Background: an optimization exercise with open tools, aiming at small area, a short achievable clock period and few clock cycles per item. Do not read the settings as production practice.
In this exercise RTL edits were held to simulation tests only and were not proved equivalent to the original.
Power and IR drop assume default switching activity.

File: flow/design.v
`default_nettype none
package wosr_pkg;
  localparam int PHASE_BITS  = 24;
  localparam int FIELD_BITS  = 24;
  localparam int SAMPLE_BITS = 16;
  localparam logic [15:0] UNITY        = 16'd32768;
  localparam logic [23:0] DEFAULT_STEP = 24'd153919;
  localparam logic [5:0] KP_MAX = 6'd40;
  localparam logic [1:0] REG_WAVEFORM   = 2'd0;
  localparam logic [1:0] REG_PHASE_STEP = 2'd1;
  localparam logic [1:0] REG_GAIN       = 2'd2;
  localparam logic [1:0] WAVE_SINE     = 2'd0;
  localparam logic [1:0] WAVE_SAW      = 2'd1;
  localparam logic [1:0] WAVE_SQUARE   = 2'd2;
  localparam logic [1:0] WAVE_TRIANGLE = 2'd3;
endpackage
`default_nettype wire
`default_nettype none
module wosr_wave (
  input  wire logic [23:0] phase,
  input  wire logic [1:0]  waveform,
  output logic             sx,
  output logic [15:0]      wx,
  output logic             c
);
  logic [1:0]  quad;
  logic [7:0]  k;
  logic [7:0]  qidx;
  logic        peak;
  logic [14:0] rom_val;
  logic [15:0] m;
  logic [15:0] f;
  always_comb begin
    unique case (qidx)
      8'd0: rom_val = 15'd0;
      8'd1: rom_val = 15'd201;
      8'd2: rom_val = 15'd402;
      8'd3: rom_val = 15'd603;
      8'd4: rom_val = 15'd804;
      8'd5: rom_val = 15'd1005;
      8'd6: rom_val = 15'd1206;
      8'd7: rom_val = 15'd1407;
      8'd8: rom_val = 15'd1608;
      8'd9: rom_val = 15'd1809;
      8'd10: rom_val = 15'd2009;
      8'd11: rom_val = 15'd2210;
      8'd12: rom_val = 15'd2411;
      8'd13: rom_val = 15'd2611;
      8'd14: rom_val = 15'd2811;
      8'd15: rom_val = 15'd3012;
      8'd16: rom_val = 15'd3212;
      8'd17: rom_val = 15'd3412;
      8'd18: rom_val = 15'd3612;
      8'd19: rom_val = 15'd3812;
      8'd20: rom_val = 15'd4011;
      8'd21: rom_val = 15'd4211;
      8'd22: rom_val = 15'd4410;
      8'd23: rom_val = 15'd4609;
      8'd24: rom_val = 15'd4808;
      8'd25: rom_val = 15'd5007;
      8'd26: rom_val = 15'd5205;
      8'd27: rom_val = 15'd5404;
      8'd28: rom_val = 15'd5602;
      8'd29: rom_val = 15'd5800;
      8'd30: rom_val = 15'd5998;
      8'd31: rom_val = 15'd6195;
      8'd32: rom_val = 15'd6393;
      8'd33: rom_val = 15'd6590;
      8'd34: rom_val = 15'd6787;
      8'd35: rom_val = 15'd6983;
      8'd36: rom_val = 15'd7180;
      8'd37: rom_val = 15'd7376;
      8'd38: rom_val = 15'd7571;
      8'd39: rom_val = 15'd7767;
      8'd40: rom_val = 15'd7962;
      8'd41: rom_val = 15'd8157;
      8'd42: rom_val = 15'd8351;
      8'd43: rom_val = 15'd8546;
      8'd44: rom_val = 15'd8740;
      8'd45: rom_val = 15'd8933;
      8'd46: rom_val = 15'd9127;
      8'd47: rom_val = 15'd9319;
      8'd48: rom_val = 15'd9512;
      8'd49: rom_val = 15'd9704;
      8'd50: rom_val = 15'd9896;
      8'd51: rom_val = 15'd10088;
      8'd52: rom_val = 15'd10279;
      8'd53: rom_val = 15'd10469;
      8'd54: rom_val = 15'd10660;
      8'd55: rom_val = 15'd10850;
      8'd56: rom_val = 15'd11039;
      8'd57: rom_val = 15'd11228;
      8'd58: rom_val = 15'd11417;
      8'd59: rom_val = 15'd11605;
      8'd60: rom_val = 15'd11793;
      8'd61: rom_val = 15'd11980;
      8'd62: rom_val = 15'd12167;
      8'd63: rom_val = 15'd12354;
      8'd64: rom_val = 15'd12540;
      8'd65: rom_val = 15'd12725;
      8'd66: rom_val = 15'd12910;
      8'd67: rom_val = 15'd13095;
      8'd68: rom_val = 15'd13279;
      8'd69: rom_val = 15'd13463;
      8'd70: rom_val = 15'd13646;
      8'd71: rom_val = 15'd13828;
      8'd72: rom_val = 15'd14010;
      8'd73: rom_val = 15'd14192;
      8'd74: rom_val = 15'd14373;
      8'd75: rom_val = 15'd14553;
      8'd76: rom_val = 15'd14733;
      8'd77: rom_val = 15'd14912;
      8'd78: rom_val = 15'd15091;
      8'd79: rom_val = 15'd15269;
      8'd80: rom_val = 15'd15447;
      8'd81: rom_val = 15'd15624;
      8'd82: rom_val = 15'd15800;
      8'd83: rom_val = 15'd15976;
      8'd84: rom_val = 15'd16151;
      8'd85: rom_val = 15'd16326;
      8'd86: rom_val = 15'd16500;
      8'd87: rom_val = 15'd16673;
      8'd88: rom_val = 15'd16846;
      8'd89: rom_val = 15'd17018;
      8'd90: rom_val = 15'd17190;
      8'd91: rom_val = 15'd17361;
      8'd92: rom_val = 15'd17531;
      8'd93: rom_val = 15'd17700;
      8'd94: rom_val = 15'd17869;
      8'd95: rom_val = 15'd18037;
      8'd96: rom_val = 15'd18205;
      8'd97: rom_val = 15'd18372;
      8'd98: rom_val = 15'd18538;
      8'd99: rom_val = 15'd18703;
      8'd100: rom_val = 15'd18868;
      8'd101: rom_val = 15'd19032;
      8'd102: rom_val = 15'd19195;
      8'd103: rom_val = 15'd19358;
      8'd104: rom_val = 15'd19520;
      8'd105: rom_val = 15'd19681;
      8'd106: rom_val = 15'd19841;
      8'd107: rom_val = 15'd20001;
      8'd108: rom_val = 15'd20160;
      8'd109: rom_val = 15'd20318;
      8'd110: rom_val = 15'd20475;
      8'd111: rom_val = 15'd20632;
      8'd112: rom_val = 15'd20788;
      8'd113: rom_val = 15'd20943;
      8'd114: rom_val = 15'd21097;
      8'd115: rom_val = 15'd21251;
      8'd116: rom_val = 15'd21403;
      8'd117: rom_val = 15'd21555;
      8'd118: rom_val = 15'd21706;
      8'd119: rom_val = 15'd21856;
      8'd120: rom_val = 15'd22006;
      8'd121: rom_val = 15'd22154;
      8'd122: rom_val = 15'd22302;
      8'd123: rom_val = 15'd22449;
      8'd124: rom_val = 15'd22595;
      8'd125: rom_val = 15'd22740;
      8'd126: rom_val = 15'd22884;
      8'd127: rom_val = 15'd23028;
      8'd128: rom_val = 15'd23170;
      8'd129: rom_val = 15'd23312;
      8'd130: rom_val = 15'd23453;
      8'd131: rom_val = 15'd23593;
      8'd132: rom_val = 15'd23732;
      8'd133: rom_val = 15'd23870;
      8'd134: rom_val = 15'd24008;
      8'd135: rom_val = 15'd24144;
      8'd136: rom_val = 15'd24279;
      8'd137: rom_val = 15'd24414;
      8'd138: rom_val = 15'd24548;
      8'd139: rom_val = 15'd24680;
      8'd140: rom_val = 15'd24812;
      8'd141: rom_val = 15'd24943;
      8'd142: rom_val = 15'd25073;
      8'd143: rom_val = 15'd25202;
      8'd144: rom_val = 15'd25330;
      8'd145: rom_val = 15'd25457;
      8'd146: rom_val = 15'd25583;
      8'd147: rom_val = 15'd25708;
      8'd148: rom_val = 15'd25833;
      8'd149: rom_val = 15'd25956;
      8'd150: rom_val = 15'd26078;
      8'd151: rom_val = 15'd26199;
      8'd152: rom_val = 15'd26320;
      8'd153: rom_val = 15'd26439;
      8'd154: rom_val = 15'd26557;
      8'd155: rom_val = 15'd26674;
      8'd156: rom_val = 15'd26791;
      8'd157: rom_val = 15'd26906;
      8'd158: rom_val = 15'd27020;
      8'd159: rom_val = 15'd27133;
      8'd160: rom_val = 15'd27246;
      8'd161: rom_val = 15'd27357;
      8'd162: rom_val = 15'd27467;
      8'd163: rom_val = 15'd27576;
      8'd164: rom_val = 15'd27684;
      8'd165: rom_val = 15'd27791;
      8'd166: rom_val = 15'd27897;
      8'd167: rom_val = 15'd28002;
      8'd168: rom_val = 15'd28106;
      8'd169: rom_val = 15'd28209;
      8'd170: rom_val = 15'd28311;
      8'd171: rom_val = 15'd28411;
      8'd172: rom_val = 15'd28511;
      8'd173: rom_val = 15'd28610;
      8'd174: rom_val = 15'd28707;
      8'd175: rom_val = 15'd28803;
      8'd176: rom_val = 15'd28899;
      8'd177: rom_val = 15'd28993;
      8'd178: rom_val = 15'd29086;
      8'd179: rom_val = 15'd29178;
      8'd180: rom_val = 15'd29269;
      8'd181: rom_val = 15'd29359;
      8'd182: rom_val = 15'd29448;
      8'd183: rom_val = 15'd29535;
      8'd184: rom_val = 15'd29622;
      8'd185: rom_val = 15'd29707;
      8'd186: rom_val = 15'd29792;
      8'd187: rom_val = 15'd29875;
      8'd188: rom_val = 15'd29957;
      8'd189: rom_val = 15'd30038;
      8'd190: rom_val = 15'd30118;
      8'd191: rom_val = 15'd30196;
      8'd192: rom_val = 15'd30274;
      8'd193: rom_val = 15'd30350;
      8'd194: rom_val = 15'd30425;
      8'd195: rom_val = 15'd30499;
      8'd196: rom_val = 15'd30572;
      8'd197: rom_val = 15'd30644;
      8'd198: rom_val = 15'd30715;
      8'd199: rom_val = 15'd30784;
      8'd200: rom_val = 15'd30853;
      8'd201: rom_val = 15'd30920;
      8'd202: rom_val = 15'd30986;
      8'd203: rom_val = 15'd31050;
      8'd204: rom_val = 15'd31114;
      8'd205: rom_val = 15'd31177;
      8'd206: rom_val = 15'd31238;
      8'd207: rom_val = 15'd31298;
      8'd208: rom_val = 15'd31357;
      8'd209: rom_val = 15'd31415;
      8'd210: rom_val = 15'd31471;
      8'd211: rom_val = 15'd31527;
      8'd212: rom_val = 15'd31581;
      8'd213: rom_val = 15'd31634;
      8'd214: rom_val = 15'd31686;
      8'd215: rom_val = 15'd31737;
      8'd216: rom_val = 15'd31786;
      8'd217: rom_val = 15'd31834;
      8'd218: rom_val = 15'd31881;
      8'd219: rom_val = 15'd31927;
      8'd220: rom_val = 15'd31972;
      8'd221: rom_val = 15'd32015;
      8'd222: rom_val = 15'd32058;
      8'd223: rom_val = 15'd32099;
      8'd224: rom_val = 15'd32138;
      8'd225: rom_val = 15'd32177;
      8'd226: rom_val = 15'd32214;
      8'd227: rom_val = 15'd32251;
      8'd228: rom_val = 15'd32286;
      8'd229: rom_val = 15'd32319;
      8'd230: rom_val = 15'd32352;
      8'd231: rom_val = 15'd32383;
      8'd232: rom_val = 15'd32413;
      8'd233: rom_val = 15'd32442;
      8'd234: rom_val = 15'd32470;
      8'd235: rom_val = 15'd32496;
      8'd236: rom_val = 15'd32522;
      8'd237: rom_val = 15'd32546;
      8'd238: rom_val = 15'd32568;
      8'd239: rom_val = 15'd32590;
      8'd240: rom_val = 15'd32610;
      8'd241: rom_val = 15'd32629;
      8'd242: rom_val = 15'd32647;
      8'd243: rom_val = 15'd32664;
      8'd244: rom_val = 15'd32679;
      8'd245: rom_val = 15'd32693;
      8'd246: rom_val = 15'd32706;
      8'd247: rom_val = 15'd32718;
      8'd248: rom_val = 15'd32729;
      8'd249: rom_val = 15'd32738;
      8'd250: rom_val = 15'd32746;
      8'd251: rom_val = 15'd32753;
      8'd252: rom_val = 15'd32758;
      8'd253: rom_val = 15'd32762;
      8'd254: rom_val = 15'd32766;
      8'd255: rom_val = 15'd32767;
      default: rom_val = 15'd0;
    endcase
  end
  always_comb begin
    f    = phase[23:8];
    quad = phase[23:22];
    k    = phase[21:14];
    qidx = quad[0] ? (8'd0 - k) : k;
    peak = quad[0] && (k == 8'd0);
    m    = peak ? 16'h8000 : {1'b0, rom_val};
  end
  always_comb begin
    unique case (waveform)
      wosr_pkg::WAVE_SINE: begin
        sx = quad[1];
        wx = m ^ {16{quad[1]}};
        c  = quad[1];
      end
      wosr_pkg::WAVE_SAW: begin
        sx = f[15];
        wx = {f[15], ~f[14:0]};
        c  = 1'b1;
      end
      wosr_pkg::WAVE_SQUARE: begin
        sx = phase[23] && (phase[22:0] != 23'd0);
        wx = 16'h8000;
        c  = 1'b0;
      end
      default: begin
        if (f[15]) begin
          sx = ~f[14];
          wx = {~f[14], f[13:0], 1'b0};
          c  = 1'b0;
        end else begin
          sx = f[14];
          wx = {f[14], ~f[13:0], 1'b1};
          c  = 1'b1;
        end
      end
    endcase
  end
endmodule
`default_nettype wire
`default_nettype none
module wosr_mul_wg (
  input  wire logic               sx,
  input  wire logic [15:0]        wx,
  input  wire logic               c,
  input  wire logic [15:0]        g,
  output logic signed [31:0]      wg
);
  always_comb begin
    wg = 32'($signed({sx, wx}) * $signed({1'b0, g})) + (c ? {16'd0, g} : 32'd0);
  end
endmodule
module wosr_mul_819 (
  input  wire logic signed [31:0] wg,
  output logic signed [41:0]      w819
);
  logic signed [33:0] wg3;
  always_comb begin
    wg3  = 34'(wg) + (34'(wg) <<< 1);
    w819 = 42'(wg3) + (42'(wg3) <<< 4) + (42'(wg3) <<< 8);
  end
endmodule
`default_nettype wire
`default_nettype none
module waveform_oscillator_soft_ramp_core (
  input  wire logic                 clk,
  input  wire logic                 rst,
  input  wire logic                 in_valid,
  output logic                      in_ready,
  input  wire logic signed [23:0]   in_left,
  input  wire logic signed [23:0]   in_right,
  input  wire logic                 in_block_start,
  input  wire logic                 in_soft_start,
  input  wire logic                 in_soft_stop,
  output logic                      out_valid,
  input  wire logic                 out_ready,
  output logic signed [23:0]        out_left,
  output logic signed [23:0]        out_right,
  output logic signed [15:0]        out_wave,
  input  wire logic                 cfg_valid,
  output logic                      cfg_ready,
  input  wire logic [1:0]           cfg_index,
  input  wire logic [wosr_pkg::FIELD_BITS-1:0] cfg_data
);
  logic [1:0]  waveform;
  logic [23:0] phase_step;
  logic [15:0] gain;
  logic [23:0] p0;
  logic [23:0] pa;
  logic        hi;
  logic [5:0]  kp;
  logic        act;
  logic               v1, v2, v3;
  logic               s1_sx, s1_c;
  logic [15:0]        s1_wx;
  logic signed [31:0] s2_wg;
  logic signed [31:0] s3_wg;
  logic signed [41:0] s3_w819;
  logic               e0v, skv;
  logic signed [15:0] e0_s, sk_s;
  logic signed [23:0] e0_l, e0_r, sk_l, sk_r;
  logic        acc, flush, ld1, ld2, ld3, mv, e0_free;
  logic        w_sx, w_c;
  logic [15:0] w_wx;
  logic signed [31:0] wg_next;
  logic signed [41:0] w819_next;
  assign cfg_ready = 1'b1;
  assign in_ready  = v3 && !skv;
  assign acc       = in_valid && in_ready;
  assign flush     = cfg_valid;
  assign ld3       = !v3 || acc;
  assign ld2       = !v2 || ld3;
  assign ld1       = !v1 || ld2;
  assign mv        = e0v && (!out_valid || out_ready);
  assign e0_free   = !e0v || mv;
  wosr_wave u_wave (
    .phase    (pa),
    .waveform (waveform),
    .sx       (w_sx),
    .wx       (w_wx),
    .c        (w_c)
  );
  wosr_mul_wg u_mul_wg (
    .sx (s1_sx),
    .wx (s1_wx),
    .c  (s1_c),
    .g  (gain),
    .wg (wg_next)
  );
  wosr_mul_819 u_mul_819 (
    .wg   (s2_wg),
    .w819 (w819_next)
  );
  logic signed [46:0] x_d;
  logic signed [16:0] q_d;
  logic signed [31:0] x_f;
  logic signed [16:0] q_f;
  logic signed [15:0] s_d, s_f, s_new;
  always_comb begin
    x_d = 47'($signed({1'b0, kp})) * 47'(s3_w819) + (hi ? 47'(s3_wg) <<< 3 : 47'sd0)
          + 47'sd536870912;
    q_d = x_d[46:30];
    if (q_d > 17'sd32767)       s_d = 16'sh7fff;
    else if (q_d < -17'sd32768) s_d = -16'sh8000;
    else                        s_d = q_d[15:0];
    x_f = s3_wg + 32'sd16384;
    q_f = x_f[31:15];
    if (q_f > 17'sd32767)       s_f = 16'sh7fff;
    else if (q_f < -17'sd32768) s_f = -16'sh8000;
    else                        s_f = q_f[15:0];
    if (in_block_start) s_new = in_soft_start ? 16'sd0 : s_f;
    else                s_new = s_d;
  end
  logic       e_hi, e_act;
  logic [5:0] e_kp;
  always_comb begin
    e_hi  = hi;
    e_kp  = kp;
    e_act = act;
    if (in_block_start) begin
      e_hi  = !in_soft_start;
      e_kp  = in_soft_start ? 6'd0 : wosr_pkg::KP_MAX;
      e_act = in_soft_start ? !in_soft_stop : in_soft_stop;
    end
  end
  function automatic logic signed [23:0] mix(input logic signed [23:0] a,
                                             input logic signed [15:0] s);
    logic signed [16:0] hs;
    hs = 17'($signed(a[23:8])) + 17'(s);
    if (hs > 17'sd32767)       mix = 24'sh7fffff;
    else if (hs < -17'sd32768) mix = -24'sh800000;
    else                       mix = {hs[15:0], a[7:0]};
  endfunction
  always_ff @(posedge clk) begin
    if (rst) begin
      waveform   <= wosr_pkg::WAVE_SINE;
      phase_step <= wosr_pkg::DEFAULT_STEP;
      gain       <= wosr_pkg::UNITY;
      p0         <= '0;
      pa         <= '0;
      hi         <= 1'b1;
      kp         <= wosr_pkg::KP_MAX;
      act        <= 1'b0;
      v1         <= 1'b0;
      v2         <= 1'b0;
      v3         <= 1'b0;
      e0v        <= 1'b0;
      skv        <= 1'b0;
      out_valid  <= 1'b0;
    end else begin
      if (cfg_valid) begin
        unique case (cfg_index)
          wosr_pkg::REG_WAVEFORM:   waveform   <= cfg_data[1:0];
          wosr_pkg::REG_PHASE_STEP: phase_step <= cfg_data;
          wosr_pkg::REG_GAIN:       gain       <= cfg_data[15:0];
          default: ;
        endcase
      end
      if (flush) begin
        v1 <= 1'b0;
        v2 <= 1'b0;
        v3 <= 1'b0;
        pa <= p0;
      end else begin
        if (ld1) begin
          v1    <= 1'b1;
          pa    <= pa + phase_step;
        end
        if (ld2) v2 <= v1;
        if (ld3) v3 <= v2;
      end
      if (acc) begin
        p0  <= p0 + phase_step;
        hi  <= e_hi;
        act <= e_act;
        if (e_act && (e_hi ? (e_kp != 6'd0) : (e_kp != wosr_pkg::KP_MAX)))
          kp <= e_hi ? e_kp - 6'd1 : e_kp + 6'd1;
        else
          kp <= e_kp;
      end
      if (e0_free) e0v <= skv || acc;
      if (skv) begin
        if (e0_free) skv <= 1'b0;
      end else if (acc && !e0_free) begin
        skv <= 1'b1;
      end
      if (mv)             out_valid <= 1'b1;
      else if (out_ready) out_valid <= 1'b0;
    end
    if (ld1) begin
      s1_sx <= w_sx;
      s1_wx <= w_wx;
      s1_c  <= w_c;
    end
    if (ld2) s2_wg <= wg_next;
    if (ld3) begin
      s3_wg   <= s2_wg;
      s3_w819 <= w819_next;
    end
    if (e0_free) begin
      if (skv) begin
        e0_s <= sk_s;
        e0_l <= sk_l;
        e0_r <= sk_r;
      end else begin
        e0_s <= s_new;
        e0_l <= in_left;
        e0_r <= in_right;
      end
    end
    if (!skv && acc && !e0_free) begin
      sk_s <= s_new;
      sk_l <= in_left;
      sk_r <= in_right;
    end
    if (mv) begin
      out_left  <= mix(e0_l, e0_s);
      out_right <= mix(e0_r, e0_s);
      out_wave  <= e0_s;
    end
  end
endmodule
`default_nettype wire
File: flow/run.sh
#!/bin/bash
# synth_recipe.tcl (not shown) runs the flow's synth.tcl, then flattens the netlist and writes it again
# the make line also repeats each setting of config.mk as NAME=value (left out here)
make -C /OpenROAD-flow-scripts/flow DESIGN_CONFIG=/design/flow/config.mk WORK_HOME=/design/flow/orfs CLKGATE_MAP_FILE= SYNTH_SCRIPT=/design/flow/synth_recipe.tcl finish
File: flow/config.mk
export PLATFORM = sky130hd
export DESIGN_NAME = waveform_oscillator_soft_ramp_core
export DESIGN_NICKNAME = waveform_oscillator_soft_ramp_core
export VERILOG_FILES = /design/flow/design.v
export SDC_FILE = /design/flow/constraint.sdc
export NUM_CORES = 4
export LEC_CHECK = 0
export CAP_MARGIN = 20
export CORE_MARGIN = 2
export CORE_UTILIZATION = 40
export SLEW_MARGIN = 20
File: flow/constraint.sdc
create_clock -name core_clock -period 12.0 [get_ports {clk}]
set_input_delay 2.4000 -clock core_clock [delete_from_list [all_inputs] [get_ports {clk}]]
set_output_delay 2.4000 -clock core_clock [all_outputs]
set_load 0.01 [all_outputs]
==> run notes <==
* Status: no timing/DRC/antenna violations
* FF-to-FF path depth at 23
* R2r setup slk at 4780 ps
* Placer Congestion at 0.9251
* Clock Skew at 37.44 ps
* PwrDens at 313.0 nW/µm²
* Root buffer cell: clkbuf_16
* Initial core utilization at 40.34%
* Vias in the first global route at 36,850
* Register bit total from synthesis at 419
* RSZ-0062 raised after global routing: false
* Dpl ws at 4790 ps
* R2r endpoint: s2_wg[31]
* Setup WS post-layout at 4782 ps
* Nets@finish at 6,171
* Drc violations at 0
* Initial antenna violation count at 1
* Synth warn at 4
* Sequential share of power at 17.6%
* Drt wl/cell at 18.87 µm
* Layout area overhead at 9.665%
* Port Buf Inserts at 147
* Synth async-reset ratio at 0%
* Postcts setup bufs at 0
* VDD IR-drop max at 0.5422 mV
* Crit-path most repeated cell: fa_1
* Nature of the critical path startpoint: flop
* Placed insts at 6,664
* Main flop type after synthesis: edfxtp_1
* GRT Util Overall at 21.01%
* Worst path required time at 12,400 ps
* WP buf/inv at 5
* PostCTS Resize Cnt at 0
* Worst Setup SP: gain[2]
* Vias per Instance at 5.354
* Maximum clock frequency at 138.5 MHz
* H-tree depth at 2
* Switching Power at 7833 µW
* Drt first-iter violations at 2,393
* Logic pwr share at 72.3%
* Placed inst area at 50,440 µm²
* Crit-path cells: nand2_1, fa_1, inv_1, fa_1, inv_1, fa_1, inv_1, fa_1, inv_1, fa_1, inv_1, fa_1, ha_1, a21o_1, a221o_1, a21oi_1, o21ai_0, a221oi_1, o21ai_0, a41oi_1, o21bai_1, a21oi_1, xnor2_1
* IO Pins at 149
* Clk sinks at 419
* Slowest CP cell: dfxtp_1
* CTS tree: built
* Via count at 36,190
* WS Path Type: flop to flop
* DIE AREA at 121,900 µm²
* Fin crit period at 7219 ps
* Sw frac at 47.91%
* Pre-antenna DRT Iters at 6
* CTS max path bufs at 3
* Most frequent cells in the layout: inv_1, fa_1, nand2_1
* Crit path capture type: flop
* Reg2reg start: gain[2]
* Filler Cells Inserted at 11,490
* Detailed placement HPWL at 97.74 mm
* Global-route wire length before repair at 205.7 mm
* CP Max Fanout at 19
* Register area share after synthesis at 24.23%
* Post-CTS Hold Buffers at 0
* Post-synth EDFFs at 315
* Worst slew margin at 20.71%
* Min-Delay Startpoint: v1
* Least-Margin Pin Slew at 1159 ps
* Die Span Y at 349.1 µm
* Max stage delay on crit path at 780 ps
* Mapped Avg Cell Area at 9.191 µm²
* Most common cell after layout, fill and taps aside: inv_1
* Hold crit path type: flop to flop
* Clock slew at reported path FFs at 70 ps
* TritonCTS Buffers at 51
* Pleak at 0.02281 µW
* Hold Crit Endpoint: v2
* Post-Layout Cell Count at 6,759
* Clk pwr share at 10.1%
* Synthesized area at 47,640 µm²
* Remaining Overflow, GRT at 0
* Footprint of the multi-input gates at 32,180 µm²
* Antenna viol nets, final at 0
* Worst-skew pair later-pin latency at 650 ps
* Finished Cell Area at 52,240 µm²
* Crit path DAT at 7620 ps
* Mapped Cells at 5,183
* FP Rows at 126
* Share of cells above drive strength 1 at 4.922%
* Internal power at 8518 µW
* Critical path's top delay family: adder cells
* Largest net degree at the start of global routing at 95
* Slew Limit Fails at 0
* Hold slack at 465.4 ps
* Hold path depth at 2
* Chip Width at 349.1 µm
* Final WL at 127.6 mm
* Setup TNS at 0 ps
* Register Area at 11,550 µm²
* Core ar. at 118,100 µm²
* Count of final setup violators at 0
* Max-cap violations at 0
* Final hold vios at 0
* Tcrit/Tclk final at 60.15%
* Yosys cell types at 92
* Mapped Nets at 6,173
==> cell usage after synthesis (14+ instances only) <==
cell | number | share of area, %
inv_1 | 788 | 6.2
fa_1 | 526 | 22
nand2_1 | 490 | 3.9
ha_1 | 382 | 10
and2_1 | 379 | 5.0
a21oi_1 | 365 | 3.8
edfxtp_1 | 315 | 20
nor2_1 | 265 | 2.1
o21ai_0 | 189 | 2.0
clkbuf_1 | 166 | 1.3
xnor2_1 | 157 | 2.9
dfxtp_1 | 104 | 4.4
nand3_1 | 73 | 0.77
nor3_1 | 73 | 0.77
a21o_1 | 71 | 1.1
xor2_1 | 70 | 1.3
mux2_2 | 69 | 1.6
buf_2 | 44 | 0.46
a31oi_1 | 42 | 0.55
a211oi_1 | 36 | 0.57
nand2b_1 | 35 | 0.46
o211ai_1 | 33 | 0.52
o21a_1 | 30 | 0.47
o21ai_1 | 27 | 0.28
or3_1 | 26 | 0.34
nor2b_1 | 25 | 0.33
and3_1 | 24 | 0.32
buf_1 | 24 | 0.19
o21bai_1 | 24 | 0.38
o221ai_1 | 23 | 0.42
nand4_1 | 18 | 0.24
a221oi_1 | 17 | 0.31
nand3b_1 | 15 | 0.24
a311oi_1 | 14 | 0.26
o22ai_1 | 14 | 0.18
==> worst min-delay path, delay by kind of cell (launching register included) <==
family                 cells  cell delay [ps]
buffers and inverters      1               50
DFF                        1              290
AOI/OAI and AO/OA          1               70
==> worst max path at each step <==
stage	cells past startpoint	endpoint	slack, ps
2_1_floorplan	3	sk_l[0]	4580
6_report	23	s2_wg[31]	4780
5_1_grt	20	s2_wg[31]	4340
3_5_place_dp	23	s2_wg[31]	4790
4_1_cts	23	s2_wg[31]	4790
3_3_place_gp	23	s2_wg[31]	4800
==> registers in the layout (all words and copies together) (netlist names), 2 cells and up <==
name / cells
s1_wx: 16
s2_wg: 32
sk_s: 16
out_wave: 16
s3_w819: 41
s3_wg: 32
sk_l: 24
waveform: 2
kp: 6
e0_l: 24
gain: 16
p0: 24
e0_r: 24
out_right: 24
sk_r: 24
out_left: 24
e0_s: 16
phase_step: 24
pa: 24
==> routing by layer <==
metal / GRT usage (%) / up-vias / share of wire (%)
met1: 28.08 / 17740 / 45
met5: 0 / - / 0
li1: - / 17230 / -
met2: 35.46 / 992 / 47
met4: 6.272 / 0 / 3.0
met3: 2.757 / 230 / 5.3
==> logic make-up after synthesis <==
| group | count (synthesis) | synth area share [%] |
|---|---|---|
| AO/OA/AOI/OAI | 1023 | 13.54 |
| other | 1 | 0.007872 |
| adder cells (fa/ha/maj) | 908 | 32.14 |
| buffers and inverters | 1043 | 8.475 |
| XOR/XNOR | 230 | 4.276 |
| multiplexers | 94 | 2.309 |
| flip-flops | 419 | 24.23 |
| AND/OR/NAND/NOR | 1465 | 15.03 |
==> power groups by stage <==
stage / clock network, µW / registers (µW) / logic (µW)
floorplan: 0 / 2620 / 9520
global placement: 0 / 2900 / 11700
detailed placement: 0 / 2900 / 11800
CTS: 1700 / 2870 / 11900
global route: 1750 / 2910 / 13600
finish: 1650 / 2870 / 11800
==> final cells by class <==
class / instances / share of cell area (%)
diodes: 2 / 0.009580
clock buffers: 60 / 2.587
clock inverters: 33 / 0.8454
inverters: 795 / 5.712
multi-input cells: 3721 / 61.60
flip-flops and latches: 419 / 22.11
well taps: 1536 / 3.679
repair buffers: 193 / 3.463
==> per-stage QoR <==
step,total power [µW],utilization (%)
2_1_floorplan,12140,-
3_3_place_gp,14570,42.70
3_5_place_dp,14740,42.71
4_1_cts,16480,44.23
5_1_grt,18230,44.24
6_report,16350,44.24
Testbench counts, summed over its fixed seeds: cycles 8,352, items 8,192.

## afterwards: timing with drivers on the ports
How much do the figures lean on ideal ports? The routed layout below was timed once more, with nothing changed but the port constraints. Step 1 assumes that a clkbuf_16 drives the clock port and a buf_2 every other input. Step 2 times the ports against the registers' clock, not the clock port: input delays grow and output delays shrink by t, the midpoint of the rising clock arrivals with the driver on. Slacks: no drivers / after step 1 / after step 2; pairs: no drivers / after step 1.
t (ns): 0.697
setup WS [ns]: 4.781 / 4.782 / 4.782
worst setup path at the end: register to register
clock arrival spread, ns: 0.037 / 0.037
worst register clock-pin slew, ns: 0.07 / 0.07
After both steps this run still meets setup and hold. For this run, drivers alone change the setup slack by +0.001 ns; drivers and shift together by +0.001 ns.
